This design comes from an exercise in tuning for small area on the open sky130 flow, not from production work.
The RTL was checked by simulation tests, not by an equivalence proof against the original design.
No activity file was given, so power comes from the tool's default toggle rates.

File: flow/design.v
package rv5_pkg;
	localparam logic [6:0] op_lui   = 7'b0110111;
	localparam logic [6:0] op_imm   = 7'b0010011;
	localparam logic [6:0] op_reg   = 7'b0110011;
	localparam logic [6:0] op_load  = 7'b0000011;
	localparam logic [6:0] op_store = 7'b0100011;
	typedef struct packed {
		logic [24:0] p;       
		logic        k_reg;   
		logic        k_u;     
		logic        wr;
		logic        mem;
	} dec_t;
	localparam int dec_w = 29;
endpackage
`timescale 1ns/100ps
module pipe_reg #(
	parameter int width = 1,
	parameter int ctl_w = 1
) (
	input  logic             clk,
	input  logic             rst,
	input  logic [width-1:0] d,
	output logic [width-1:0] q
);
	always_ff @(posedge clk or posedge rst) begin
		if (rst) begin
			q[ctl_w-1:0] <= '0;
		end else begin
			q[ctl_w-1:0] <= d[ctl_w-1:0];
		end
	end
	always_ff @(posedge clk) begin
		q[width-1:ctl_w] <= d[width-1:ctl_w];
	end
endmodule
`timescale 1ns/100ps
module if_stage (
	input  logic            clk,
	input  logic            rst,
	input  logic [31:0]     IM_inst,
	output logic [31:0]     IF_pc,
	output rv5_pkg::dec_t   dec
);
	logic [29:0] pc;
	always_ff @(posedge clk or posedge rst) begin
		if (rst) begin
			pc <= '0;
		end else begin
			pc <= pc + 30'd1;
		end
	end
	assign IF_pc = {pc, 2'b00};
	logic [6:0] opcode;
	logic [2:0] funct3;
	logic [6:0] funct7;
	logic       is_lui, is_addi, is_reg, is_ld, is_st;
	assign opcode = IM_inst[6:0];
	assign funct3 = IM_inst[14:12];
	assign funct7 = IM_inst[31:25];
	assign is_lui  = opcode == rv5_pkg::op_lui;
	assign is_addi = opcode == rv5_pkg::op_imm && funct3 == 3'b000;
	assign is_reg  = opcode == rv5_pkg::op_reg &&
	                 ((funct7 == 7'b0000000 && funct3 != 3'b011) ||
	                  (funct7 == 7'b0100000 && funct3 == 3'b000));
	assign is_ld   = opcode == rv5_pkg::op_load  && funct3 == 3'b010;
	assign is_st   = opcode == rv5_pkg::op_store && funct3 == 3'b010;
	assign dec.p     = IM_inst[31:7];
	assign dec.k_reg = is_reg;
	assign dec.k_u   = is_lui;
	assign dec.wr    = is_lui | is_addi | is_reg | is_ld;
	assign dec.mem   = is_ld | is_st;
endmodule
`timescale 1ns/100ps
module id_stage (
	input  logic [31:12] ip,
	input  logic [4:0]   rd,
	input  logic         k_reg,
	input  logic         k_u,
	input  logic         is_st,
	input  logic [31:0]  rs2_data,
	output logic [31:0]  opb
);
	logic [31:0] imm;
	always_comb begin
		if (k_u) begin
			imm = {ip[31:12], 12'h000};
		end else if (is_st) begin
			imm = {{20{ip[31]}}, ip[31:25], rd};
		end else begin
			imm = {{20{ip[31]}}, ip[31:20]};
		end
		opb = k_reg ? rs2_data : imm;
	end
endmodule
`timescale 1ns/100ps
module ex_stage (
	input  logic [31:0] a,
	input  logic [31:0] b,
	input  logic        k_reg,
	input  logic [2:0]  f3,
	input  logic        sub,
	input  logic        ld,
	input  logic [31:0] ld_data,
	output logic [31:0] sum,
	output logic [31:0] wb
);
	logic        do_sub;
	logic [31:0] p, g, sh;
	logic        lt;
	logic        s_sum, s_x, s_a, s_sll, s_srl, s_slt;
	assign do_sub = k_reg & ((f3 == 3'b000 & sub) | f3 == 3'b010);
	alu_add add_i (.a(a), .b(b), .cin(do_sub), .sum(sum), .p(p), .g(g));
	assign lt = p[31] ? sum[31] : a[31];
	shift_r shift_i (.a(a), .s(b[4:0]), .rev(~f3[2]), .y(sh));
	assign s_sum = (~k_reg | f3 == 3'b000) & ~ld;
	assign s_x   = k_reg & (f3 == 3'b100 | f3 == 3'b110);    
	assign s_a   = k_reg & (f3 == 3'b111 | f3 == 3'b110);    
	assign s_sll = k_reg & f3 == 3'b001;
	assign s_srl = k_reg & f3 == 3'b101;
	assign s_slt = k_reg & f3 == 3'b010;
	for (genvar i = 0; i < 32; i++) begin : g_res
		if (i == 0) begin : g_lt
			assign wb[i] = (sum[i] & s_sum) | (p[i] & s_x) | (g[i] & s_a) |
			               (sh[i] & s_srl) | (sh[31-i] & s_sll) | (lt & s_slt) |
			               (ld_data[i] & ld);
		end else begin : g_ao
			ao_6 ao_i (
				.a0 (sum[i]),     .b0 (s_sum),
				.a1 (p[i]),       .b1 (s_x),
				.a2 (g[i]),       .b2 (s_a),
				.a3 (sh[i]),      .b3 (s_srl),
				.a4 (sh[31-i]),   .b4 (s_sll),
				.a5 (ld_data[i]), .b5 (ld),
				.y  (wb[i])
			);
		end
	end
endmodule
module alu_add (
	input  logic [31:0] a,
	input  logic [31:0] b,
	input  logic        cin,
	output logic [31:0] sum,
	output logic [31:0] p,
	output logic [31:0] g
);
	logic [31:0] bx;
	logic [31:0] G [0:5];
	logic [31:0] P [0:5];
	assign bx = b ^ {32{cin}};
	assign p  = a ^ bx;
	assign g  = a & bx;
	always_comb begin
		G[0] = g;
		P[0] = p;
		G[0][0] = g[0] | (p[0] & cin);
		for (int l = 0; l < 5; l++) begin
			for (int i = 0; i < 32; i++) begin
				if ((i >> l) & 1) begin
					G[l+1][i] = G[l][i] | (P[l][i] & G[l][((i >> l) << l) - 1]);
					P[l+1][i] = P[l][i] & P[l][((i >> l) << l) - 1];
				end else begin
					G[l+1][i] = G[l][i];
					P[l+1][i] = P[l][i];
				end
			end
		end
	end
	assign sum = p ^ {G[5][30:0], cin};
endmodule
module shift_r (
	input  logic [31:0] a,
	input  logic [4:0]  s,
	input  logic        rev,
	output logic [31:0] y
);
	logic [31:0] x [0:5];
	for (genvar i = 0; i < 32; i++) begin : g_rev
		mx2i m_i (.a(a[i]), .b(a[31-i]), .s(rev), .y(x[0][i]));
	end
	for (genvar l = 0; l < 5; l++) begin : g_l
		for (genvar i = 0; i < 32; i++) begin : g_i
			if (i + (1 << l) < 32) begin : g_m
				mx2i m_i (.a(x[l][i]), .b(x[l][i + (1 << l)]), .s(s[l]), .y(x[l+1][i]));
			end else if (l % 2 == 0) begin : g_fi
				assign x[l+1][i] = ~(x[l][i] | s[l]);
			end else begin : g_ft
				assign x[l+1][i] = ~(x[l][i] & ~s[l]);
			end
		end
	end
	assign y = x[5];
endmodule
module ao_6 (
	input  logic a0, b0, a1, b1, a2, b2, a3, b3, a4, b4, a5, b5,
	output logic y
);
	assign y = (a0 & b0) | (a1 & b1) | (a2 & b2) | (a3 & b3) | (a4 & b4) | (a5 & b5);
endmodule
module mx2i (
	input  logic a, b, s,
	output logic y
);
	assign y = ~(s ? b : a);
endmodule
`timescale 1ns/100ps
module mem_stage (
	input  logic [31:0] addr,
	input  logic [31:0] sdata,
	input  logic        wr,
	input  logic        mem,
	output logic [31:0] MEM_mem_addr,
	output logic [1:0]  MEM_mem_cmd,
	output logic [31:0] MEM_mem_din
);
	assign MEM_mem_addr = addr;
	assign MEM_mem_din  = sdata;
	assign MEM_mem_cmd  = {mem & ~wr, mem & wr};
endmodule
`timescale 1ns/100ps
module register_file (
	input  logic        clk,
	input  logic        rst,
	input  logic        we,
	input  logic [4:0]  rd,
	input  logic [31:0] wdata,
	input  logic [4:0]  rs1,
	input  logic        rs1_zero,
	input  logic [4:0]  rs2,
	output logic [31:0] rs1_data,
	output logic [31:0] rs2_data
);
	logic [32*32-1:32] regs;
	logic [31:1] valid;
	logic [3:0]  hw_n;
	logic [7:0]  lw_n;
	logic [31:1] wen;
	always_comb begin
		for (int j = 0; j < 4; j++) hw_n[j] = ~(we & (rd[4:3] == 2'(j)));
		for (int k = 0; k < 8; k++) lw_n[k] = ~(rd[2:0] == 3'(k));
	end
	for (genvar i = 1; i < 32; i++) begin : g_wen
		nor2 nor_i (.a(hw_n[i >> 3]), .b(lw_n[i & 7]), .y(wen[i]));
	end
	always_ff @(posedge clk or posedge rst) begin
		if (rst) begin
			valid <= '0;
		end else begin
			valid <= valid | wen;
		end
	end
	always_ff @(posedge clk) begin
		for (int i = 1; i < 32; i++) begin
			if (wen[i]) regs[32*i +: 32] <= wdata;
		end
	end
	logic [31:1] sel1, sel2;
	always_comb begin
		for (int i = 1; i < 32; i++) begin
			sel1[i] = valid[i] & ~rs1_zero & (rs1 == 5'(i));
			sel2[i] = valid[i] & (rs2 == 5'(i));
		end
	end
	rd_port rd1_i (.sel(sel1), .regs(regs), .data(rs1_data));
	rd_port rd2_i (.sel(sel2), .regs(regs), .data(rs2_data));
endmodule
module rd_port (
	input  logic [31:1]       sel,
	input  logic [32*32-1:32] regs,
	output logic [31:0]       data
);
	for (genvar b = 0; b < 32; b++) begin : g_bit
		logic [10:0] n;
		for (genvar k = 0; k < 10; k++) begin : g_grp
			aoi222 aoi_i (
				.a0 (sel[3*k+1]), .b0 (regs[32*(3*k+1) + b]),
				.a1 (sel[3*k+2]), .b1 (regs[32*(3*k+2) + b]),
				.a2 (sel[3*k+3]), .b2 (regs[32*(3*k+3) + b]),
				.y  (n[k])
			);
		end
		assign n[10] = ~(sel[31] & regs[32*31 + b]);
		assign data[b] = ~&n;
	end
endmodule
module aoi222 (
	input  logic a0, b0, a1, b1, a2, b2,
	output logic y
);
	assign y = ~((a0 & b0) | (a1 & b1) | (a2 & b2));
endmodule
module nor2 (
	input  logic a, b,
	output logic y
);
	assign y = ~(a | b);
endmodule
`timescale 1ns/100ps
module processor #(
	parameter logic [31:0] boot_addr = 32'h0
) (
	input  logic              clk,
	input  logic              rst,
	input  logic [31:0]       IM_inst,
	output logic [31:0]       IF_pc,
	input  logic [31:0]       DM_mem_dout,
	output logic [31:0]       MEM_mem_addr,
	output logic [1:0]        MEM_mem_cmd,
	output logic [31:0]       MEM_mem_din
);
	rv5_pkg::dec_t dec, dec1, dec2;
	logic [31:0] rs1_data, rs2_data;
	logic [31:0] em_a, em_r2;
	logic [31:12] em_ip;
	logic [4:0]  em_rd;
	logic        em_k_reg, em_k_u, em_wr, em_mem;
	logic [31:0] opb, alu_sum;
	logic [31:0] wb_data, mw_data;
	logic [4:0]  mw_rd;
	logic        mw_we;
	if_stage if_stage_i (
		.clk     (clk),
		.rst     (rst),
		.IM_inst (IM_inst),
		.IF_pc   (IF_pc),
		.dec     (dec)
	);
	pipe_reg #(.width(rv5_pkg::dec_w), .ctl_w(2)) dec1_i (
		.clk (clk), .rst (rst), .d (dec), .q (dec1)
	);
	pipe_reg #(.width(rv5_pkg::dec_w), .ctl_w(2)) dec2_i (
		.clk (clk), .rst (rst), .d (dec1), .q (dec2)
	);
	pipe_reg #(.width(93), .ctl_w(2)) em_i (
		.clk (clk), .rst (rst),
		.d   ({rs1_data, rs2_data, dec2.p, dec2.k_reg, dec2.k_u, dec2.wr, dec2.mem}),
		.q   ({em_a, em_r2, em_ip, em_rd, em_k_reg, em_k_u, em_wr, em_mem})
	);
	id_stage id_stage_i (
		.ip       (em_ip),
		.rd       (em_rd),
		.k_reg    (em_k_reg),
		.k_u      (em_k_u),
		.is_st    (em_mem & ~em_wr),
		.rs2_data (em_r2),
		.opb      (opb)
	);
	ex_stage ex_stage_i (
		.a       (em_a),
		.b       (opb),
		.k_reg   (em_k_reg),
		.f3      (em_ip[14:12]),
		.sub     (em_ip[30]),
		.ld      (em_wr & em_mem),
		.ld_data (DM_mem_dout),
		.sum     (alu_sum),
		.wb      (wb_data)
	);
	mem_stage mem_stage_i (
		.addr         (alu_sum),
		.sdata        (em_r2),
		.wr           (em_wr),
		.mem          (em_mem),
		.MEM_mem_addr (MEM_mem_addr),
		.MEM_mem_cmd  (MEM_mem_cmd),
		.MEM_mem_din  (MEM_mem_din)
	);
	pipe_reg #(.width(38), .ctl_w(1)) mw_i (
		.clk (clk), .rst (rst),
		.d   ({wb_data, em_rd, em_wr}),
		.q   ({mw_data, mw_rd, mw_we})
	);
	register_file register_file_i (
		.clk      (clk),
		.rst      (rst),
		.we       (mw_we),
		.rd       (mw_rd),
		.wdata    (mw_data),
		.rs1      (dec2.p[19-7:15-7]),
		.rs1_zero (dec2.k_u),
		.rs2      (dec2.p[24-7:20-7]),
		.rs1_data (rs1_data),
		.rs2_data (rs2_data)
	);
endmodule
File: flow/flow/run.sh
#!/bin/bash
# The standard layout, with smaller port buffers and a clock tree without dummy loads.
set -euo pipefail
export BUFFER_PORTS_ARGS="-buffer_cell sky130_fd_sc_hd__buf_1"
export CTS_ARGS="-sink_clustering_enable -repair_clock_nets -dont_use_dummy_load -buf_list sky130_fd_sc_hd__clkbuf_8 -sink_clustering_buffer sky130_fd_sc_hd__clkbuf_4 -sink_clustering_size 10 -sink_clustering_max_diameter 35"
bash standard.sh > standard.log 2>&1
File: flow/standard.sh
#!/bin/bash
# synth_recipe.tcl (not shown) runs the flow's synth.tcl, then flattens the netlist and writes it again
# the make line also repeats each setting of config.mk as NAME=value (left out here)
make -C /OpenROAD-flow-scripts/flow DESIGN_CONFIG=/design/flow/config.mk WORK_HOME=/design/flow/orfs CLKGATE_MAP_FILE= SYNTH_SCRIPT=/design/flow/synth_recipe.tcl "${@:-finish}"
File: flow/config.mk
export PLATFORM = sky130hd
export DESIGN_NAME = processor
export DESIGN_NICKNAME = processor
export VERILOG_FILES = /design/flow/design.v
export SDC_FILE = /design/flow/constraint.sdc
export NUM_CORES = 4
export LEC_CHECK = 0
export CAP_MARGIN = 20
export CORE_MARGIN = 2
export CORE_UTILIZATION = 50
export PLACE_DENSITY = 0.6
export SETUP_SLACK_MARGIN = 0.15
export SLEW_MARGIN = 20
export SYNTH_HIERARCHICAL = 1
File: flow/constraint.sdc
create_clock -name core_clock -period 6.5 [get_ports {clk}]
set_input_delay 1.3000 -clock core_clock [delete_from_list [all_inputs] [get_ports {clk}]]
set_output_delay 1.3000 -clock core_clock [all_outputs]
set_load 0.01 [all_outputs]
==> results of run 1 <==
[logic make-up after synthesis]
logic type	after synthesis	synth area share
other	1	0.00007340
flip-flops	1242	0.6877
buffers and inverters	148	0.01986
multiplexers	189	0.03708
AO/OA/AOI/OAI	891	0.1658
XOR/XNOR	81	0.01389
AND/OR/NAND/NOR	591	0.06558
adder cells (fa/ha/maj)	38	0.01004
[power groups by stage]
stage	Sequential [mW]	Combinational (mW)	Clock, mW
floorplan	8.87	0.214	0
global placement	8.93	0.316	0
detailed placement	8.94	0.319	0
CTS	8.76	0.320	3.98
global route	8.77	0.348	4.28
finish	8.76	0.330	3.92
[worst max-delay path: cells and delay by family (launching register included)]
kind / cells / cell delay, ns
muxes: 1 / 0.33
DFF: 1 / 0.41
and+or+nand+nor: 3 / 0.77
buffers and inverters: 3 / 0.39
adders and majority gates: 2 / 0.89
xor gates and xnor gates: 2 / 0.46
AOI/OAI and AO/OA: 3 / 0.66
[cells in the final DEF, fill, tap and decap left out, types with 12 or more instances in the layout]
cell type  Yosys  routed
edfxtp_1     992     992
nand3_1       49      49
a22oi_1       93      93
xor2_1        55      55
dfxtp_2        0      23
and2_1        12      12
nor2_4         1      32
ha_1          33      33
a2111o_1      64      64
or2_2         32      32
o21ai_1       28      23
nor2_1        75      42
mux2i_1      187     187
a21oi_1       16      16
nand2_1      114     114
and3_2         1      20
buf_4         95     114
dfrtp_1       68      68
clkbuf_4       0     169
a222oi_1     641     641
nand4_1      139     139
xnor2_1       26      25
and3_1        65      46
clkbuf_8       0      17
nand2b_1      18      18
buf_1          0     161
inv_1         29      28
dfxtp_1      182     158
[area by class of cell]
cell class                 count  area [um2]
antenna                        8       20.02
timing repair buffer         276        1475
multi-input combinational   1792       15270
clock buffer                 186        1503
inverter                      29       108.9
tap                         1368        1712
sequential                  1242       35170
fill                        8342       46340
[metal layers]
layer  up-vias  global-route usage
met1     18680              0.4727
met3       661              0.1063
met2      3374              0.5598
met5         -             0.01620
li1      15020                   -
met4        16              0.2099
[final timing paths]
path	start	to	cells past startpoint
setup / recovery	em_i.q[1]$_DFF_PP0_	MEM_mem_addr[17]	14
hold / removal	dec2_i.q[5]$_DFF_P_	em_i.q[5]$_DFF_P_	0
setup reg to reg	em_i.q[1]$_DFF_PP0_	mw_i.q[36]$_DFF_P_	15
hold reg to reg	dec2_i.q[5]$_DFF_P_	em_i.q[5]$_DFF_P_	0
max in group asynchronous	rst	if_stage_i.pc[8]$_DFF_PP0_	2
min in group asynchronous	rst	mw_i.q[0]$_DFF_PP0_	2
[state kept, by name (all words and copies together), names as in the netlist]
name and flops:
dec1_i.q 29, dec2_i.q 29, em_i.q 93, if_stage_i.pc 30, mw_i.q 38, register_file_i.regs 992, register_file_i.valid 31
[Yosys stat by module, one instance, submodules excluded, a selection]
module,times used,area [um2],flip-flops and latches
ao_6,31,27.53,0
ex_stage,1,123.9,0
mem_stage,1,496.7,0
processor,1,16.27,0
rd_port,2,914.6,0
register_file,1,31550,1023
shift_r,1,182.7,0
[timing repair]
action / 4_1_cts / 5_1_grt
resized for setup: 0 / 2
hold buffers: 0 / 0
endpoints found under the hold margin: 0 / 0
setup endpoints to repair: 0 / 1
[through the flow]
step | area, um2 | worst slack, ns
final | 55250 | 0.4834
after global routing | 55240 | 0.2083
after CTS | 55180 | 0.3306
after detailed placement | 53680 | 1.262
after global placement | 53680 | 1.337
after floorplan | 51110 | 0.4423
==> qor.yml, run 1 <==
timing:
  clock_skew_ns: 0.1090
  grt_setup_unrepaired: "false"
  finalSetupViolCount: 0
  max_freq_mhz: 166.2
  worst_hold_slack_ns: 0.3239
  hold_violations: 0
  fin_crit_ns: 6.017
  slew_violations: 0
  finalSetupTns_ns: 0
  worst_pin_slew_ns: 1.123
  slew_headroom: 0.2506
  finalCritPeriodShare: 0.9256
logic_synthesis:
  yosysMostFrequentCell: "edfxtp_1"
  yosys_register_bits: 1242
  synth_cells: 3181
  avgSynthCellArea_um2: 16.06
  synth_edf_count: 992
  synth_ff_type: "edfxtp_1"
  netlist_area_um2: 51090
  yosysSeqAreaShare: 0.6877
  async_flop_share: 0.05475
  synth_area_leaders: "edfxtp_1, a222oi_1, dfxtp_1"
  yosysTopAreaCell: "edfxtp_1"
  synth_warnings: 18
  yosysUniqueCellTypes: 85
  yosys-top-cells-count: "edfxtp_1, a222oi_1, mux2i_1, dfxtp_1, nand4_1"
  synth_top_cell_area_share: 0.5830
power_and_ir_drop:
  leakagePower_nw: 19.18
  p_total_mw: 13.02
  comb_power_share: 0.025
  p_per_area_nw_per_um2: 235.6
  p_int_mw: 10.16
  pwr-share-clk: 0.301
  ir_worst_vdd_mv: 0.1941
  p_seq_frac: 0.673
  power_switching_share: 0.2192
  power.switching_mw: 2.853
cells_and_area:
  syn_to_final_growth_pct: 8.148
  drive_above_1_share: 0.1294
  nets: 3631
  final_cells: 4901
  final_core_util: 0.5439
clock_tree:
  ctsRootBufferMaster: "clkbuf_8"
  cts_setup_buffers: 0
  cts_buffers: 186
  h-tree-depth: 4
  clkLatencyLatePin_ns: 0.89
  cts.sinks: 1242
  cts_tree: "done"
  clk_pin_slew_worst_paths_ns: 0.10
  clk_path_buf_depth: 3
critical_path:
  crit_slowest_cell: "fa_1"
  crit_path_end_kind: "output port"
  critPathMaxStageDelay_ns: 0.46
  criticalPathCategory: "reg2out"
  critPathRequiredTime_ns: 5.20
  worst-path-max-fanout: 5
  start_kind: "flip-flop"
  arrival_ns: 4.72
  path_cells: "and2b_2 > mux2i_1 > o21ai_4 > xor2_1 > inv_1 > fa_1 > nand2b_1 > a211oi_2 > o21ai_1 > nand3_1 > inv_1 > fa_1 > xnor2_2 > buf_1"
  r2r_slack_ns: 2.21
die:
  initial_core_util: 0.5029
  coreArea_um2: 101600
  die_y_um: 323.7
  num_rows: 117
  fp.dieArea_um2: 104800
  die_w_um: 323.7
  boundaryPins: 164
outcome:
  status: "complete, no violations"
worst_hold_path:
  hp-class: "reg2reg"
global_routing:
  grt_pass1_vias: 36450
  grt_pass1_wl_um: 268500
  grtUsageTotal: 0.3682
  antenna_found_initial: 14
  grt_overflow: 0
  grt_max_degree: 46
place:
  port_buffers: 161
  dp.cells: 4706
  dp_hpwl_um: 118600
  gp_congestion: 0.9499
detailed_routing:
  wl_per_cell_um: 40.24
  remaining_drc_errors: 0
  avgViaCountPerCell: 7.703
  highest_layer: "met5"
  wl_met3_um: 27320
  drt-initial-drc-count: 8798
  antenna_left: 0
  drtPass1Iterations: 10
  vias: 37750
  dr_wl_met2_um: 87770
  wl_met1_um: 69900
  wl_um: 197200
run:
  maxCapViolCount: 0
==> inputs of run 2 (changes only) <==
==> flow/flow/run.sh (replaced) <==
#!/bin/bash
# The standard layout, with smaller port buffers and a clock tree without dummy loads.
set -euo pipefail
export BUFFER_PORTS_ARGS="-buffer_cell sky130_fd_sc_hd__buf_1"
export CTS_ARGS="-sink_clustering_enable -repair_clock_nets -dont_use_dummy_load -buf_list sky130_fd_sc_hd__clkbuf_8 -sink_clustering_size 20 -sink_clustering_max_diameter 50"
bash standard.sh > standard.log 2>&1
==> qor.yml, run 2 <==
outcome:
  status: "complete, no violations"
die:
  initial_core_util: 0.5029
  boundaryPins: 164
  die_y_um: 323.7
  fp.dieArea_um2: 104800
  num_rows: 117
  die_w_um: 323.7
  coreArea_um2: 101600
timing:
  worst_pin_slew_ns: 1.098
  slew_headroom: 0.2670
  max_freq_mhz: 164.8
  grt_setup_unrepaired: "false"
  hold_violations: 0
  finalCritPeriodShare: 0.9335
  finalSetupTns_ns: 0
  finalSetupViolCount: 0
  clock_skew_ns: 0.09728
  slew_violations: 0
  fin_crit_ns: 6.068
logic_synthesis:
  yosysUniqueCellTypes: 85
  async_flop_share: 0.05475
  synth_warnings: 18
  synth_top_cell_area_share: 0.5830
  synth_edf_count: 992
  yosysTopAreaCell: "edfxtp_1"
  netlist_area_um2: 51090
  synth_area_leaders: "edfxtp_1, a222oi_1, dfxtp_1"
  avgSynthCellArea_um2: 16.06
  yosysSeqAreaShare: 0.6877
  yosysMostFrequentCell: "edfxtp_1"
  synth_ff_type: "edfxtp_1"
  synth_cells: 3181
  yosys-top-cells-count: "edfxtp_1, a222oi_1, mux2i_1, dfxtp_1, nand4_1"
  yosys_register_bits: 1242
global_routing:
  grt_overflow: 0
  grt_max_degree: 46
  grt_pass1_vias: 35720
  antenna_found_initial: 10
  grt_pass1_wl_um: 267500
  grtUsageTotal: 0.3661
power_and_ir_drop:
  ir_worst_vdd_mv: 0.1958
  p_per_area_nw_per_um2: 237.0
  p_total_mw: 13.11
  leakagePower_nw: 19.11
cells_and_area:
  layout_common_cells: "edfxtp_1, a222oi_1, mux2i_1"
  syn_to_final_growth_pct: 8.290
  regMostFlops: "register_file_i.regs"
  largest_register_ff_count: 992
  nets: 3560
  drive_above_1_share: 0.1118
  reg_top3: "register_file_i.regs (992), em_i.q (93), mw_i.q (38)"
  final_common_cell: "edfxtp_1"
detailed_routing:
  avgViaCountPerCell: 7.655
  antenna_left: 0
  drt-initial-drc-count: 8943
  vias: 36960
  remaining_drc_errors: 0
  drtPass1Iterations: 14
  wl_per_cell_um: 40.68
  wl_um: 196400
clock_tree:
  cts_buffers: 116
  ctsRootBufferMaster: "clkbuf_8"
  cts_tree: "done"
  clkLatencyLatePin_ns: 0.84
  cts.sinks: 1242
  h-tree-depth: 3
  clk_pin_slew_worst_paths_ns: 0.11
  clk_path_buf_depth: 3
place:
  gp_congestion: 0.9499
  dp_hpwl_um: 118600
  port_buffers: 161
critical_path:
  arrival_ns: 4.77
  start_kind: "flip-flop"
  crit_slowest_cell: "fa_1"
  rr_worst_depth: 14
  critPathMaxStageDelay_ns: 0.46
  worst-path-max-fanout: 5
  criticalPathCategory: "reg2out"
  crit_path_end_kind: "output port"
  critPathRequiredTime_ns: 5.20
  path_cells: "and2b_2 > mux2i_1 > o21ai_4 > xor2_1 > inv_1 > fa_1 > nand2b_1 > a211oi_2 > o21ai_1 > nand3_1 > inv_1 > fa_1 > xnor2_2 > buf_1"
worst_hold_path:
  min_path_cells: 0
  hp-class: "reg2reg"
run:
  maxCapViolCount: 0
==> run 2: cell count changes in the layout (fill, tap and decap cells not counted) <==
cell / delta
buf_8: -1
clkbuf_4: -169
clkbuf_8: +99
dfxtp_1: -1
dfxtp_2: +2
dfxtp_4: -1
diode_2: -2
==> run 2: power breakdown <==
group	internal, mW	switching (mW)	leakage (nW)	total (mW)
registers	8.62	0.143	11.5	8.77
logic	0.108	0.219	6.81	0.327
clock network	1.57	2.44	0.834	4.02
total	10.3	2.81	19.1	13.1
==> run 2: metrics by stage <==
step                std cells  worst slack [ns]  cell area [um2]  hold WS (ns)    util
finish                   4828            0.4324            55330        0.3292  0.5446
global route             4823            0.2018            55310        0.3179  0.5445
CTS                      4822            0.3420            55280        0.3344  0.5441
detailed placement       4706             1.262            53680        0.3121  0.5284
global placement         4706             1.337            53680        0.3128  0.5284
floorplan                3182            0.4423            51110        0.3096       -
==> run 2: critical path, delay by kind of cell (launching register included) <==
kind | cells | cell delay [ns]
AOI/OAI and AO/OA | 3 | 0.66
xor gates and xnor gates | 2 | 0.47
adders and majority gates | 2 | 0.89
buffers and inverters | 3 | 0.39
DFF | 1 | 0.42
muxes | 1 | 0.35
and+or+nand+nor | 3 | 0.77
==> run 2: final timing paths <==
check	from	endpoint	slack, ns
min in group asynchronous	rst	dec1_i.q[0]$_DFF_PP0_	0.59
worst max register to register	em_i.q[1]$_DFF_PP0_	mw_i.q[28]$_DFF_P_	2.08
worst max-delay path	em_i.q[1]$_DFF_PP0_	MEM_mem_addr[17]	0.43
worst min-delay path	dec1_i.q[18]$_DFF_P_	dec2_i.q[18]$_DFF_P_	0.33
max in group asynchronous	rst	if_stage_i.pc[17]$_DFF_PP0_	5.21
worst min register to register	dec1_i.q[18]$_DFF_P_	dec2_i.q[18]$_DFF_P_	0.33
==> run 2: cells by family (layout without fill, tap and decap cells) <==
group                    count (synthesis)  after routing  synth area share
multiplexers                           189            189           0.03708
other                                    1              8        0.00007340
AO/OA/AOI/OAI                          891            891            0.1658
adder cells (fa/ha/maj)                 38             38           0.01004
flip-flops                            1242           1242            0.6877
buffers and inverters                  148            420           0.01986
AND/OR/NAND/NOR                        591            591           0.06558
XOR/XNOR                                81             81           0.01389
==> run 2: what timing repair did <==
action,4_1_cts,5_1_grt
hold endpoints to repair,0,0
hold buffers,0,0
setup buffers,0,0
gates resized for setup,0,1
endpoints found under the setup margin,0,1
==> run 2: cell type report <==
type	count	area, um2
diodes	6	15.01
inverters	29	108.9
clock buffers	116	1597
flip-flops and latches	1242	35170
repair buffers	275	1460
well taps	1368	1712
multi-input cells	1792	15270
fillers	8282	46270
==> run 2: routing by layer <==
layer / routed length, um / vias to the layer above / track usage
met3: 26810 / 603 / 0.1040
met4: 12460 / 13 / 0.1987
met5: 192 / - / 0.007407
li1: - / 14790 / -
met2: 87030 / 3123 / 0.5588
met1: 69910 / 18430 / 0.4743
==> run 2: Yosys stat by module (local to each module, per instance), a selection <==
module         copies in the design  cells
rd_port                           2    131
ao_6                             31      4
processor                         1      2
shift_r                           1     33
alu_add                           1    217
nor2                             31      1
mem_stage                         1     66
if_stage                          1    165
mx2i                            161      1
aoi222                          640      1
ex_stage                          1     21
register_file                     1   1166
id_stage                          1    100
==> inputs of run 3 (changes only) <==
--- a/flow/config.mk
+++ b/flow/config.mk
@@ -5,10 +5,11 @@
 export SDC_FILE = /design/flow/constraint.sdc
 export NUM_CORES = 4
 export LEC_CHECK = 0
-export CAP_MARGIN = 20
+export CAP_MARGIN = 0
 export CORE_MARGIN = 2
 export CORE_UTILIZATION = 50
+export GPL_TIMING_DRIVEN = 0
 export PLACE_DENSITY = 0.6
 export SETUP_SLACK_MARGIN = 0.15
-export SLEW_MARGIN = 20
+export SLEW_MARGIN = 0
 export SYNTH_HIERARCHICAL = 1
==> qor.yml, run 3 <==
outcome:
  status: "complete, but fails checks"
  failed_checks: "capacitance limit, slew limit"
critical_path:
  regToRegStartpoint: "em_i.q[1]$_DFF_PP0_"
  worst-path-max-fanout: 7
  arrival_ns: 4.84
  criticalPathCategory: "reg2out"
  crit_path_end_kind: "output port"
  critPathRequiredTime_ns: 5.20
  start_kind: "flip-flop"
  critPathLaunch: "em_i.q[1]$_DFF_PP0_"
timing:
  finalSetupTns_ns: 0
  grt_setup_unrepaired: "false"
  fin_crit_ns: 6.144
  hold_violations: 0
  slew_violations: 32
  max_freq_mhz: 162.8
  slew_headroom: -0.009827
  finalCritPeriodShare: 0.9452
  worst_pin_slew_ns: 1.513
  finalSetupViolCount: 0
  fin_ws_ns: 0.3563
  clock_skew_ns: 0.08423
clock_tree:
  cts_buffers: 117
  ctsRootBufferMaster: "clkbuf_8"
  clkLatencyLatePin_ns: 0.84
  cts.sinks: 1242
  clk_path_buf_depth: 3
  cts_tree: "done"
  clk_pin_slew_worst_paths_ns: 0.09
  h-tree-depth: 3
  ctsHoldBuffers: 0
cells_and_area:
  final_core_util: 0.5664
  largest_register_ff_count: 992
  drive_above_1_share: 0.1466
  final_common_cell: "edfxtp_1"
  regMostFlops: "register_file_i.regs"
  syn_to_final_growth_pct: 12.63
  reg_top3: "register_file_i.regs (992), em_i.q (93), mw_i.q (38)"
  nets: 3654
  final_cells: 4926
  layout_common_cells: "edfxtp_1, a222oi_1, mux2i_1"
power_and_ir_drop:
  p_total_mw: 13.15
  leakagePower_nw: 19.95
  p_per_area_nw_per_um2: 228.5
  ir_worst_vdd_mv: 0.1946
die:
  coreArea_um2: 101600
  die_w_um: 323.7
  die_y_um: 323.7
  fp.dieArea_um2: 104800
  boundaryPins: 164
  initial_core_util: 0.5029
  num_rows: 117
place:
  dp_hpwl_um: 132800
  gp_congestion: 0.9703
  dp.cells: 4791
  port_buffers: 146
  post-place-ws_ns: 0.4396
logic_synthesis:
  yosys_register_bits: 1242
  avgSynthCellArea_um2: 16.06
  yosys-top-cells-count: "edfxtp_1, a222oi_1, mux2i_1, dfxtp_1, nand4_1"
  synth_warnings: 18
  yosysMostFrequentCell: "edfxtp_1"
  synth_cells: 3181
  synth_top_cell_area_share: 0.5830
  yosysTopAreaCell: "edfxtp_1"
  synth_edf_count: 992
  synth_ff_type: "edfxtp_1"
  netlist_area_um2: 51090
  yosysUniqueCellTypes: 85
  synth_area_leaders: "edfxtp_1, a222oi_1, dfxtp_1"
  yosysSeqAreaShare: 0.6877
  async_flop_share: 0.05475
global_routing:
  grt_overflow: 0
  antenna_found_initial: 17
  grt_pass1_vias: 36120
  grtUsageTotal: 0.3710
  grt_pass1_wl_um: 270700
  grt_max_degree: 34
detailed_routing:
  antenna_left: 0
  vias: 37990
  remaining_drc_errors: 0
  avgViaCountPerCell: 7.712
  wl_um: 199300
  drt-initial-drc-count: 9722
  drtPass1Iterations: 14
  wl_per_cell_um: 40.46
worst_hold_path:
  hp-class: "reg2reg"
  min_from: "dec2_i.q[5]$_DFF_P_"
run:
  maxCapViolCount: 1
==> run 3: cell counts after synthesis <==
No cell type changed its count.
==> run 3: worst paths after layout <==
path | slack [ns] | to | cells after the start
max in group asynchronous | 4.62 | register_file_i.valid[27]$_DFF_PP0_ | 2
hold / removal | 0.31 | em_i.q[5]$_DFF_P_ | 0
min in group asynchronous | 0.58 | mw_i.q[0]$_DFF_PP0_ | 2
setup / recovery | 0.36 | MEM_mem_addr[31] | 15
setup reg to reg | 1.88 | mw_i.q[6]$_DFF_P_ | 17
hold reg to reg | 0.31 | em_i.q[5]$_DFF_P_ | 0
==> run 3: kinds of logic after synthesis <==
group / share of synthesized area
AO/OA/AOI/OAI: 0.1658
flip-flops: 0.6877
XOR/XNOR: 0.01389
other: 0.00007340
adder cells (fa/ha/maj): 0.01004
buffers and inverters: 0.01986
multiplexers: 0.03708
AND/OR/NAND/NOR: 0.06558
==> run 3: cell type report <==
type | instances | area (um2)
Sequential cell | 1242 | 35140
Timing Repair Buffer | 247 | 2608
Tap cell | 1368 | 1712
Multi-Input combinational cell | 1794 | 15420
Fill cell | 7991 | 44050
Buffer | 119 | 920.9
Inverter | 29 | 108.9
Antenna cell | 10 | 25.02
Clock buffer | 117 | 1610
==> run 3: critical path, stage by stage, from the launching register on <==
cell      delay [ns]
dfrtp_2         0.45
and2b_2         0.22
clkbuf_4        0.21
mux2i_1         0.41
o21ai_2         0.25
xor2_1          0.24
ha_1            0.34
o211ai_1        0.17
a211oi_4        0.29
o21ai_2         0.15
a31oi_4         0.33
o211ai_1        0.20
a21oi_2         0.25
xor2_2          0.22
buf_4           0.14
buf_1           0.15
==> run 3: stage by stage <==
| step | cell area (um2) | hold slack [ns] |
|---|---|---|
| 6_report | 57540 | 0.3124 |
| 5_1_grt | 57520 | 0.3181 |
| 4_1_cts | 57450 | 0.3140 |
| 3_5_place_dp | 55730 | 0.3121 |
| 3_3_place_gp | 53370 | 0.3128 |
| 2_1_floorplan | 51110 | 0.3096 |
==> run 3: Yosys stat by module (local to each module, per instance), a selection <==
module         cell area, um2  cells inside
if_stage                 1664           165
mem_stage               496.7            66
rd_port                 914.6           131
ex_stage                123.9            21
alu_add                  1748           217
aoi222                  10.01             1
id_stage                663.1           100
register_file           31550          1166
shift_r                 182.7            33
ao_6                    27.53             4
processor               16.27             2
mx2i                    10.01             1
nor2                    3.754             1
==> run 3: what timing repair did <==
| item | 4_1_cts | 5_1_grt |
|---|---|---|
| pin swaps | 7 | 3 |
| resized for setup | 15 | 12 |
| gates cloned | 2 | 0 |
| endpoints found under the setup margin | 20 | 12 |
| setup buffers | 5 | 1 |
==> run 3: power breakdown <==
part           internal [mW]  leakage [nW]  switching (mW)  total [mW]
combinational          0.139          7.65           0.210       0.350
clock                   1.59         0.841            2.43        4.02
sequential              8.63          11.5           0.156        8.78
total                   10.4          20.0            2.80        13.2
==> run 3: metal layers <==
| metal | vias to the layer above | wire, um | GRT usage |
|---|---|---|---|
| met4 | 23 | 14230 | 0.2252 |
| li1 | 15000 | - | - |
| met5 | - | 266 | 0.006481 |
| met3 | 757 | 30400 | 0.1340 |
| met2 | 3434 | 85750 | 0.5457 |
| met1 | 18770 | 68660 | 0.4697 |
==> inputs of run 4 (changes only) <==
--- a/flow/design.v
+++ b/flow/design.v
@@ -196,7 +196,10 @@
 	input  logic a0, b0, a1, b1, a2, b2, a3, b3, a4, b4, a5, b5,
 	output logic y
 );
-	assign y = (a0 & b0) | (a1 & b1) | (a2 & b2) | (a3 & b3) | (a4 & b4) | (a5 & b5);
+	logic n0, n1;
+	aoi222 aoi0_i (.a0(a0), .b0(b0), .a1(a1), .b1(b1), .a2(a2), .b2(b2), .y(n0));
+	aoi222 aoi1_i (.a0(a3), .b0(b3), .a1(a4), .b1(b4), .a2(a5), .b2(b5), .y(n1));
+	assign y = ~(n0 & n1);
 endmodule
 module mx2i (
 	input  logic a, b, s,
==> flow/flow/run.sh (replaced) <==
#!/bin/bash
# The standard layout, with the smallest port buffers and a clock tree without
# dummy loads whose leaf buffers are small.
set -euo pipefail
export BUFFER_PORTS_ARGS="-buffer_cell sky130_fd_sc_hd__buf_1"
export CTS_ARGS="-sink_clustering_enable -repair_clock_nets -dont_use_dummy_load -buf_list sky130_fd_sc_hd__clkbuf_8 -sink_clustering_buffer sky130_fd_sc_hd__clkbuf_4 -sink_clustering_size 12 -sink_clustering_max_diameter 32"
bash standard.sh > standard.log 2>&1
==> flow/config.mk (replaced) <==
export PLATFORM = sky130hd
export DESIGN_NAME = processor
export DESIGN_NICKNAME = processor
export VERILOG_FILES = /design/flow/design.v
export SDC_FILE = /design/flow/constraint.sdc
export NUM_CORES = 4
export LEC_CHECK = 0
export CAP_MARGIN = 20
export CORE_MARGIN = 2
export CORE_UTILIZATION = 50
export PLACE_DENSITY = 0.6
export SETUP_SLACK_MARGIN = 0.15
export SLEW_MARGIN = 20
export SYNTH_HIERARCHICAL = 1
==> qor.yml, run 4 <==
die:
  initial_core_util: 0.5025
  die_w_um: 323.3
  boundaryPins: 164
  num_rows: 117
  die_y_um: 323.3
  coreArea_um2: 101400
  fp.dieArea_um2: 104500
timing:
  hold_violations: 0
  worst_hold_slack_ns: 0.3154
  clock_skew_ns: 0.1456
  max_freq_mhz: 165.9
  worst_pin_slew_ns: 0.9979
  fin_ws_ns: 0.4718
  finalCritPeriodShare: 0.9274
  fin_crit_ns: 6.028
  slew_violations: 0
  finalSetupViolCount: 0
  grt_setup_unrepaired: "false"
  slew_headroom: 0.3327
  finalSetupTns_ns: 0
clock_tree:
  h-tree-depth: 4
  ctsHoldBuffers: 0
  cts_tree: "done"
  clkLatencyLatePin_ns: 0.93
  cts.sinks: 1242
  ctsRootBufferMaster: "clkbuf_8"
  clk_pin_slew_worst_paths_ns: 0.09
  clk_path_buf_depth: 3
  cts_buffers: 209
place:
  dp_hpwl_um: 118200
  post-place-ws_ns: 1.385
  gp_congestion: 0.9452
  port_buffers: 161
  place_area_um2: 53540
global_routing:
  grt_max_degree: 49
  antenna_found_initial: 13
  grt_overflow: 0
  grt_pass1_vias: 36480
  grtUsageTotal: 0.3766
  grt_pass1_wl_um: 273000
cells_and_area:
  syn_to_final_growth_pct: 8.412
  reg_top3: "register_file_i.regs (992), em_i.q (93), mw_i.q (38)"
  final_core_util: 0.5447
  drive_above_1_share: 0.1314
  final_cell_area_um2: 55260
  regMostFlops: "register_file_i.regs"
  nets: 3621
  layout_common_cells: "edfxtp_1, a222oi_1, clkbuf_4"
  final_common_cell: "edfxtp_1"
  largest_register_ff_count: 992
logic_synthesis:
  yosysTopAreaCell: "edfxtp_1"
  synth_warnings: 18
  synth_cells: 3150
  synth_top_cell_area_share: 0.5844
  yosysUniqueCellTypes: 84
  synth_area_leaders: "edfxtp_1, a222oi_1, dfxtp_1"
  yosysSeqAreaShare: 0.6892
  yosys_register_bits: 1242
  yosysMostFrequentCell: "edfxtp_1"
  synth_ff_type: "edfxtp_1"
  avgSynthCellArea_um2: 16.18
  async_flop_share: 0.05475
  yosys-top-cells-count: "edfxtp_1, a222oi_1, mux2i_1, dfxtp_1, nand2_1"
  synth_edf_count: 992
  netlist_area_um2: 50980
worst_hold_path:
  min_from: "dec1_i.q[24]$_DFF_P_"
  min_path_cells: 0
  hold_path_end: "dec2_i.q[24]$_DFF_P_"
  hp-class: "reg2reg"
detailed_routing:
  avgViaCountPerCell: 7.786
  antenna_left: 0
  dr_wl_met2_um: 87290
  wl_met3_um: 31270
  highest_layer: "met5"
  remaining_drc_errors: 0
  wl_per_cell_um: 41.14
  drt-initial-drc-count: 10040
  wl_um: 201200
  vias: 38070
  wl_met1_um: 70780
  drtPass1Iterations: 13
critical_path:
  criticalPathCategory: "reg2out"
  crit_path_end_kind: "output port"
  cpMostUsedCell: "nand2b_1"
  critPathMaxStageDelay_ns: 0.51
  critPathRequiredTime_ns: 5.20
  start_kind: "flip-flop"
  crit_family: "compound AO/OA/AOI/OAI gates"
  arrival_ns: 4.73
  regToRegStartpoint: "em_i.q[2]$_DFF_P_"
  r2r_slack_ns: 2.00
  rr_worst_depth: 10
  crit_slowest_cell: "dfxtp_2"
  r2r_end: "mw_i.q[7]$_DFF_P_"
  worst-path-max-fanout: 17
  path_cells: "nand2b_1 > nor3_2 > buf_4 > xor2_1 > inv_1 > fa_1 > nand2b_1 > a211oi_2 > o21ai_1 > a31oi_4 > o21ai_2 > o21a_1 > o311ai_2 > buf_1"
  critPathBufInv: 3
run:
  maxCapViolCount: 0
power_and_ir_drop:
  leakagePower_nw: 19.27
  p_per_area_nw_per_um2: 239.0
  ir_worst_vdd_mv: 0.1872
outcome:
  status: "complete, no violations"
[run 4: cell count changes after synthesis, sizes merged]
cell and change:
nand2 +31, a22oi -93, nand3 -31, a222oi +62
[run 4: metrics by stage]
| stage | total power, mW | instances |
|---|---|---|
| after floorplan | 9.082 | 3151 |
| after global placement | 9.248 | 4674 |
| after detailed placement | 9.260 | 4674 |
| after CTS | 13.26 | 4883 |
| after global routing | 13.63 | 4885 |
| final | 13.21 | 4890 |
[run 4: how the worst max path moves through the flow]
stage                              from                to  slack, ns  depth (start not counted)
finish                em_i.q[3]$_DFF_P_  MEM_mem_addr[29]       0.47                         14
global route          em_i.q[3]$_DFF_P_  MEM_mem_addr[31]       0.23                         14
CTS                   em_i.q[3]$_DFF_P_  MEM_mem_addr[29]       0.43                         14
detailed placement    em_i.q[3]$_DFF_P_  MEM_mem_addr[29]       1.39                         14
global placement      em_i.q[3]$_DFF_P_  MEM_mem_addr[29]       1.39                         14
floorplan           em_i.q[1]$_DFF_PP0_  MEM_mem_addr[14]       0.44                         14
[run 4: cells by family after synthesis]
logic type      after synthesis  share of synthesized area
compound gates              860                     0.1647
mux                         189                    0.03716
other cells                   1                 0.00007357
buf+inv                     148                    0.01991
fa+ha+maj                    38                    0.01006
flops                      1242                     0.6892
xor+xnor                     81                    0.01392
simple gates                591                    0.06497
[run 4: per-module statistics from Yosys (local to each module, per instance), excerpt]
module | copies in the design | flops+latches | area [um2] | cells inside
mx2i | 161 | 0 | 10.01 | 1
ao_6 | 31 | 0 | 3.754 | 1
id_stage | 1 | 0 | 663.1 | 100
if_stage | 1 | 30 | 1664 | 165
rd_port | 2 | 0 | 914.6 | 131
processor | 1 | 0 | 16.27 | 2
[run 4: per-layer routing]
metal  vias up  track usage
met2      3525       0.5478
met5         -            0
met1     18900       0.4933
met4        14       0.2126
li1      15000            -
met3       626       0.1295
[run 4: power by group]
group	internal, mW	leakage [nW]	switching [mW]
registers	8.63	11.5	0.155
clock network	1.59	1.01	2.53
logic	0.109	6.80	0.208
[run 4: worst reg2reg max path, cell delays in order (launching register included)]
cell and delay, ns:
dfxtp_1 0.51, or2_4 0.41, o21ai_4 0.19, buf_4 0.50
mux2i_1 0.26, mux2i_1 0.56, mux2i_1 0.34, mux2i_1 0.31
mux2i_1 0.27, a222oi_1 0.66, nand2_1 0.33
[run 4: area by class of cell]
| cell class | count | area [um2] |
|---|---|---|
| Timing Repair Buffer | 274 | 1456 |
| Sequential cell | 1242 | 35170 |
| Fill cell | 8389 | 46190 |
| Clock buffer | 209 | 1675 |
| Multi-Input combinational cell | 1761 | 15120 |
| Antenna cell | 7 | 17.52 |
| Inverter | 29 | 108.9 |
| Tap cell | 1368 | 1712 |
[run 4: timing repair]
action	in CTS	in global routing
resized for setup	0	1
setup endpoints to repair	0	2
setup buffers	0	0
==> inputs of run 5 (changes only) <==
==> flow/flow/run.sh (replaced) <==
#!/bin/bash
# The standard layout, with the smallest port buffers and a clock tree without
# dummy loads whose leaf buffers are small.
set -euo pipefail
export BUFFER_PORTS_ARGS="-buffer_cell sky130_fd_sc_hd__buf_1"
export CTS_ARGS="-sink_clustering_enable -repair_clock_nets -dont_use_dummy_load -buf_list sky130_fd_sc_hd__clkbuf_8 -sink_clustering_buffer sky130_fd_sc_hd__clkbuf_4 -sink_clustering_size 10 -sink_clustering_max_diameter 35"
bash standard.sh > standard.log 2>&1
==> qor.yml, run 5 <==
cells_and_area:
  largest_register_ff_count: 992
  nets: 3600
  final_common_cell: "edfxtp_1"
  regMostFlops: "register_file_i.regs"
  layout_common_cells: "edfxtp_1, a222oi_1, mux2i_1"
  syn_to_final_growth_pct: 8.112
  fillCellCount: 8404
  drive_above_1_share: 0.1262
  reg_top3: "register_file_i.regs (992), em_i.q (93), mw_i.q (38)"
logic_synthesis:
  yosysUniqueCellTypes: 84
  synth_ff_type: "edfxtp_1"
  synth_top_cell_area_share: 0.5844
  async_flop_share: 0.05475
  synth_area_leaders: "edfxtp_1, a222oi_1, dfxtp_1"
  yosys_register_bits: 1242
  netlist_area_um2: 50980
  yosysSeqAreaShare: 0.6892
  synth_edf_count: 992
  synth_cells: 3150
  yosysTopAreaCell: "edfxtp_1"
  avgSynthCellArea_um2: 16.18
  yosysMostFrequentCell: "edfxtp_1"
  yosys-top-cells-count: "edfxtp_1, a222oi_1, mux2i_1, dfxtp_1, nand2_1"
  synth_warnings: 18
critical_path:
  arrival_ns: 4.69
  worst-path-max-fanout: 17
  critPathRequiredTime_ns: 5.20
  crit_path_end_kind: "output port"
  start_kind: "flip-flop"
  criticalPathCategory: "reg2out"
detailed_routing:
  wl_um: 201300
  avgViaCountPerCell: 7.795
  drt-initial-drc-count: 9764
  antenna_left: 0
  remaining_drc_errors: 0
  wl_per_cell_um: 41.32
  vias: 37970
  drtPass1Iterations: 14
clock_tree:
  h-tree-depth: 4
  clkLatencyLatePin_ns: 0.90
  clk_pin_slew_worst_paths_ns: 0.08
  clk_path_buf_depth: 3
  cts_buffers: 188
  ctsHoldBuffers: 0
  cts_setup_buffers: 0
  cts_resized: 0
  cts.sinks: 1242
  cts_tree: "done"
  ctsRootBufferMaster: "clkbuf_8"
die:
  boundaryPins: 164
  initial_core_util: 0.5025
  num_rows: 117
  coreArea_um2: 101400
  fp.dieArea_um2: 104500
  die_w_um: 323.3
  die_y_um: 323.3
outcome:
  status: "complete, no violations"
timing:
  slew_headroom: 0.3146
  max_freq_mhz: 167.0
  grt_setup_unrepaired: "false"
  finalSetupViolCount: 0
  worst_pin_slew_ns: 1.025
  hold_violations: 0
  worst_hold_slack_ns: 0.3283
  clock_skew_ns: 0.1318
  fin_crit_ns: 5.988
  fin_ws_ns: 0.5118
  finalCritPeriodShare: 0.9213
  slew_violations: 0
  finalSetupTns_ns: 0
power_and_ir_drop:
  ir_worst_vdd_mv: 0.2103
  leakagePower_nw: 19.18
  p_per_area_nw_per_um2: 236.8
global_routing:
  grt_max_degree: 49
  grt_pass1_wl_um: 272500
  grt_overflow: 0
  antenna_found_initial: 9
  grtUsageTotal: 0.3762
  grt_pass1_vias: 36330
worst_hold_path:
  hp-class: "reg2reg"
run:
  maxCapViolCount: 0
place:
  gp_congestion: 0.9452
  port_buffers: 161
  post-place-ws_ns: 1.385
  dp_hpwl_um: 118200
run 5: cell counts after synthesis:
Identical to the previous run, type by type.
run 5: critical path, cell delays in order (launching register included):
cell and delay [ns]:
dfxtp_2 0.50, nand2b_1 0.15, nor3_2 0.16, buf_4 0.32
xor2_1 0.23, inv_1 0.08, fa_1 0.42, nand2b_1 0.21
a211oi_2 0.31, o21ai_1 0.24, a31oi_4 0.34, o21ai_2 0.15
o21a_1 0.26, o311ai_2 0.26, buf_1 0.19
run 5: cell families after synthesis:
kind of cell             after synthesis  share of synthesized area
AO/OA/AOI/OAI                        860                     0.1647
XOR/XNOR                              81                    0.01392
adder cells (fa/ha/maj)               38                    0.01006
buffers and inverters                148                    0.01991
flip-flops                          1242                     0.6892
multiplexers                         189                    0.03716
other                                  1                 0.00007357
AND/OR/NAND/NOR                      591                    0.06497
run 5: power breakdown:
part	internal [mW]	leakage (nW)	total (mW)	switching (mW)
Combinational	0.109	6.80	0.317	0.208
Clock	1.44	0.909	3.96	2.51
Sequential	8.62	11.5	8.78	0.154
Total	10.2	19.2	13.1	2.88
run 5: per-stage QoR:
stage	total power [mW]	util	instance area [um2]	std cells
5_1_grt	13.44	0.5431	55090	4864
4_1_cts	13.08	0.5427	55060	4862
6_report	13.05	0.5432	55110	4871
3_3_place_gp	9.248	0.5277	53530	4674
3_5_place_dp	9.260	0.5277	53540	4674
2_1_floorplan	9.082	-	50990	3151
run 5: metal layers:
| metal | global-route usage | vias up | wire length (um) |
|---|---|---|---|
| li1 | - | 14980 | - |
| met1 | 0.4948 | 18880 | 71230 |
| met2 | 0.5452 | 3477 | 86150 |
| met3 | 0.1272 | 637 | 31260 |
| met4 | 0.2153 | 4 | 12610 |
| met5 | 0.0004630 | - | 27 |
run 5: path summary, 6_finish.rpt:
kind,from,endpoint,slack [ns],cells after the start
min in group asynchronous,rst,mw_i.q[0]$_DFF_PP0_,0.49,3
min,dec2_i.q[25]$_DFF_P_,em_i.q[25]$_DFF_P_,0.33,0
max in group asynchronous,rst,register_file_i.valid[25]$_DFF_PP0_,4.96,4
min reg2reg,dec2_i.q[25]$_DFF_P_,em_i.q[25]$_DFF_P_,0.33,0
max,em_i.q[3]$_DFF_P_,MEM_mem_addr[29],0.51,14
max reg2reg,em_i.q[2]$_DFF_P_,mw_i.q[7]$_DFF_P_,2.12,10
run 5: area by class of cell:
type	count	area, um2	area share
sequential	1242	35170	0.6382
multi-input combinational	1761	15120	0.2744
tap	1368	1712	0.03106
clock buffer	188	1518	0.02754
timing repair buffer	274	1456	0.02643
inverter	29	108.9	0.001975
antenna	9	22.52	0.0004087
run 5: modules after synthesis, one instance, submodules excluded, a selection:
| module | cells | cell area [um2] | flip-flops and latches | copies in the design |
|---|---|---|---|---|
| alu_add | 217 | 1748 | 0 | 1 |
| aoi222 | 1 | 10.01 | 0 | 702 |
| ex_stage | 21 | 123.9 | 0 | 1 |
| id_stage | 100 | 663.1 | 0 | 1 |
| mem_stage | 66 | 496.7 | 0 | 1 |
| rd_port | 131 | 914.6 | 0 | 2 |
==> inputs of run 6 (changes only) <==
==> flow/flow/run.sh (replaced) <==
#!/bin/bash
# The standard layout, with the smallest port buffers and a clock tree without
# dummy loads whose leaf buffers are small.
set -euo pipefail
export BUFFER_PORTS_ARGS="-buffer_cell sky130_fd_sc_hd__buf_1"
export CTS_ARGS="-sink_clustering_enable -repair_clock_nets -dont_use_dummy_load -buf_list sky130_fd_sc_hd__clkbuf_8 -sink_clustering_buffer sky130_fd_sc_hd__clkbuf_4 -sink_clustering_size 11 -sink_clustering_max_diameter 38"
bash standard.sh > standard.log 2>&1
==> qor.yml, run 6 <==
detailed_routing:
  drtPass1Iterations: 17
  vias: 37970
  wl_per_cell_um: 41.48
  antenna_left: 0
  avgViaCountPerCell: 7.836
  remaining_drc_errors: 0
  drt-initial-drc-count: 9764
  wl_um: 201000
global_routing:
  use_met2: 0.5411
  grt_pass1_wl_um: 272100
  met3_usage: 0.1290
  grt_pass1_vias: 36090
  grt_max_degree: 49
  antenna_found_initial: 11
  grtUsageTotal: 0.3758
  met1_usage: 0.4942
  gr-max-usage-layer: "met2"
  grt_overflow: 0
critical_path:
  criticalPathCategory: "reg2out"
  critPathBufInv: 3
  critPathRequiredTime_ns: 5.20
  crit_slowest_cell: "dfxtp_2"
  critPathLaunch: "em_i.q[3]$_DFF_P_"
  crit_path_end_kind: "output port"
  worst-path-max-fanout: 48
  start_kind: "flip-flop"
  critPathMaxStageDelay_ns: 0.49
  path_cells: "buf_4 > nand2_1 > o21ai_4 > xor2_1 > inv_1 > fa_1 > nand2b_1 > a211oi_2 > o21ai_1 > a31oi_4 > o21ai_2 > o21a_1 > o311ai_2 > buf_1"
  crit_family: "compound AO/OA/AOI/OAI gates"
  arrival_ns: 4.75
  regToRegStartpoint: "em_i.q[2]$_DFF_P_"
timing:
  finalSetupViolCount: 0
  finalSetupTns_ns: 0
  worst_pin_slew_ns: 1.011
  slew_headroom: 0.3237
  grt_setup_unrepaired: "false"
  finalCritPeriodShare: 0.9315
  worst_hold_slack_ns: 0.3257
  fin_crit_ns: 6.055
  clock_skew_ns: 0.1023
  max_freq_mhz: 165.2
  slew_violations: 0
  hold_violations: 0
clock_tree:
  ctsHoldBuffers: 0
  cts_setup_buffers: 0
  cts_resized: 0
  ctsRootBufferMaster: "clkbuf_8"
  clkLatencyLatePin_ns: 0.87
  clk_path_buf_depth: 3
  cts_buffers: 164
  h-tree-depth: 4
  cts.sinks: 1242
  clk_pin_slew_worst_paths_ns: 0.10
  cts_tree: "done"
logic_synthesis:
  synth_cells: 3150
  yosys-top-cells-count: "edfxtp_1, a222oi_1, mux2i_1, dfxtp_1, nand2_1"
  netlist_area_um2: 50980
  yosysMostFrequentCell: "edfxtp_1"
  synth_edf_count: 992
  synth_ff_type: "edfxtp_1"
  synth_area_leaders: "edfxtp_1, a222oi_1, dfxtp_1"
  yosysSeqAreaShare: 0.6892
  yosysUniqueCellTypes: 84
  avgSynthCellArea_um2: 16.18
  yosys_register_bits: 1242
  synth_top_cell_area_share: 0.5844
  synth_warnings: 18
  yosysTopAreaCell: "edfxtp_1"
  async_flop_share: 0.05475
die:
  die_y_um: 323.3
  boundaryPins: 164
  die_w_um: 323.3
  fp.dieArea_um2: 104500
  num_rows: 117
  coreArea_um2: 101400
  initial_core_util: 0.5025
worst_hold_path:
  min_from: "dec1_i.q[24]$_DFF_P_"
  hp-class: "reg2reg"
place:
  gp_congestion: 0.9452
  port_buffers: 161
  dp_hpwl_um: 118200
  place_area_um2: 53540
cells_and_area:
  largest_register_ff_count: 992
  layout_common_cells: "edfxtp_1, a222oi_1, mux2i_1"
  fillCellCount: 8408
  reg_top3: "register_file_i.regs (992), em_i.q (93), mw_i.q (38)"
  final_common_cell: "edfxtp_1"
  nets: 3576
  drive_above_1_share: 0.1202
  final_cell_area_um2: 54920
  syn_to_final_growth_pct: 7.742
  regArea_um2: 35170
  multi_input_area_um2: 15120
  regMostFlops: "register_file_i.regs"
run:
  maxCapViolCount: 0
power_and_ir_drop:
  leakagePower_nw: 19.06
  ir_worst_vdd_mv: 0.1842
  p_per_area_nw_per_um2: 233.8
outcome:
  status: "complete, no violations"
## run 6: power by group
part	total (mW)	switching, mW	internal [mW]
registers	8.78	0.154	8.62
clock network	3.75	2.47	1.28
logic	0.316	0.207	0.109
total	12.8	2.83	10.0
## run 6: final cells by class
cell class,count,area share
antenna,7,0.0003189
clock buffer,164,0.02435
inverter,29,0.001982
multi-input combinational,1761,0.2754
sequential,1242,0.6404
tap,1368,0.03117
timing repair buffer,274,0.02645
## run 6: worst paths after layout
path / cells past startpoint / slack (ns) / to
max in group asynchronous: 4 / 4.95 / register_file_i.valid[19]$_DFF_PP0_
min in group asynchronous: 3 / 0.47 / mw_i.q[0]$_DFF_PP0_
setup / recovery: 14 / 0.45 / MEM_mem_addr[29]
hold / removal: 0 / 0.33 / dec2_i.q[24]$_DFF_P_
setup reg to reg: 10 / 2.09 / mw_i.q[28]$_DFF_P_
hold reg to reg: 0 / 0.33 / dec2_i.q[24]$_DFF_P_
## run 6: logic make-up after synthesis
group | share of synthesized area
compound gates | 0.1647
mux | 0.03716
buf+inv | 0.01991
flops | 0.6892
fa+ha+maj | 0.01006
other cells | 0.00007357
xor+xnor | 0.01392
simple gates | 0.06497
## run 6: worst reg2reg max path, cell delays in order (launching register included)
cell      delay (ns)
dfxtp_1         0.51
or2_4           0.41
o21ai_4         0.19
buf_4           0.51
mux2i_1         0.25
mux2i_1         0.53
mux2i_1         0.32
nand2b_1        0.14
mux2i_1         0.11
a222oi_1        0.71
nand2_1         0.49
## run 6: metal layers
| layer | part of all wire | vias to the layer above |
|---|---|---|
| li1 | - | 14910 |
| met1 | 0.35 | 18900 |
| met2 | 0.43 | 3513 |
| met3 | 0.16 | 640 |
| met4 | 0.063 | 12 |
| met5 | 0.0013 | - |
## run 6: modules after synthesis, one instance, submodules excluded, excerpt
module | flip-flops and latches | times used
mem_stage | 0 | 1
nor2 | 0 | 31
id_stage | 0 | 1
aoi222 | 0 | 702
register_file | 1023 | 1
ex_stage | 0 | 1
ao_6 | 0 | 31
mx2i | 0 | 161
alu_add | 0 | 1
if_stage | 30 | 1
rd_port | 0 | 2
## run 6: metrics by stage
stage	util	power (mW)	setup slack [ns]	std cells
after floorplan	-	9.082	0.4446	3151
after global placement	0.5277	9.248	1.388	4674
after detailed placement	0.5277	9.260	1.385	4674
after CTS	0.5409	12.89	0.4402	4838
after global routing	0.5412	13.21	0.1665	4840
final	0.5414	12.84	0.4451	4845

-- separate check: timing with driven ports --
No port has a modelled driver above. Below, the same layouts with a new extraction and two added sets of constraints. Step 1: set_driving_cell puts a clkbuf_16 on clk and a buf_2 on each other input, an assumption about the parent block. Step 2 moves the port delays by t, midway between the first and last clock arrival at a register: inputs arrive t later, outputs are due t later. That takes back most of the time a late clock gives input paths. Three values: ideal, step 1, step 2; two values: the first two.
run	t, ns	setup WS [ns]	pins driven straight from the clock port
run 1	0.901	0.483 / 0.413 / 1.314	1
run 2	0.854	0.432 / 0.367 / 1.221	1
run 3	0.856	0.356 / 0.293 / 1.149	1
run 4	0.918	0.472 / 0.407 / 1.325	1
run 5	0.901	0.512 / 0.447 / 1.348	1
run 6	0.886	0.445 / 0.377 / 1.264	1
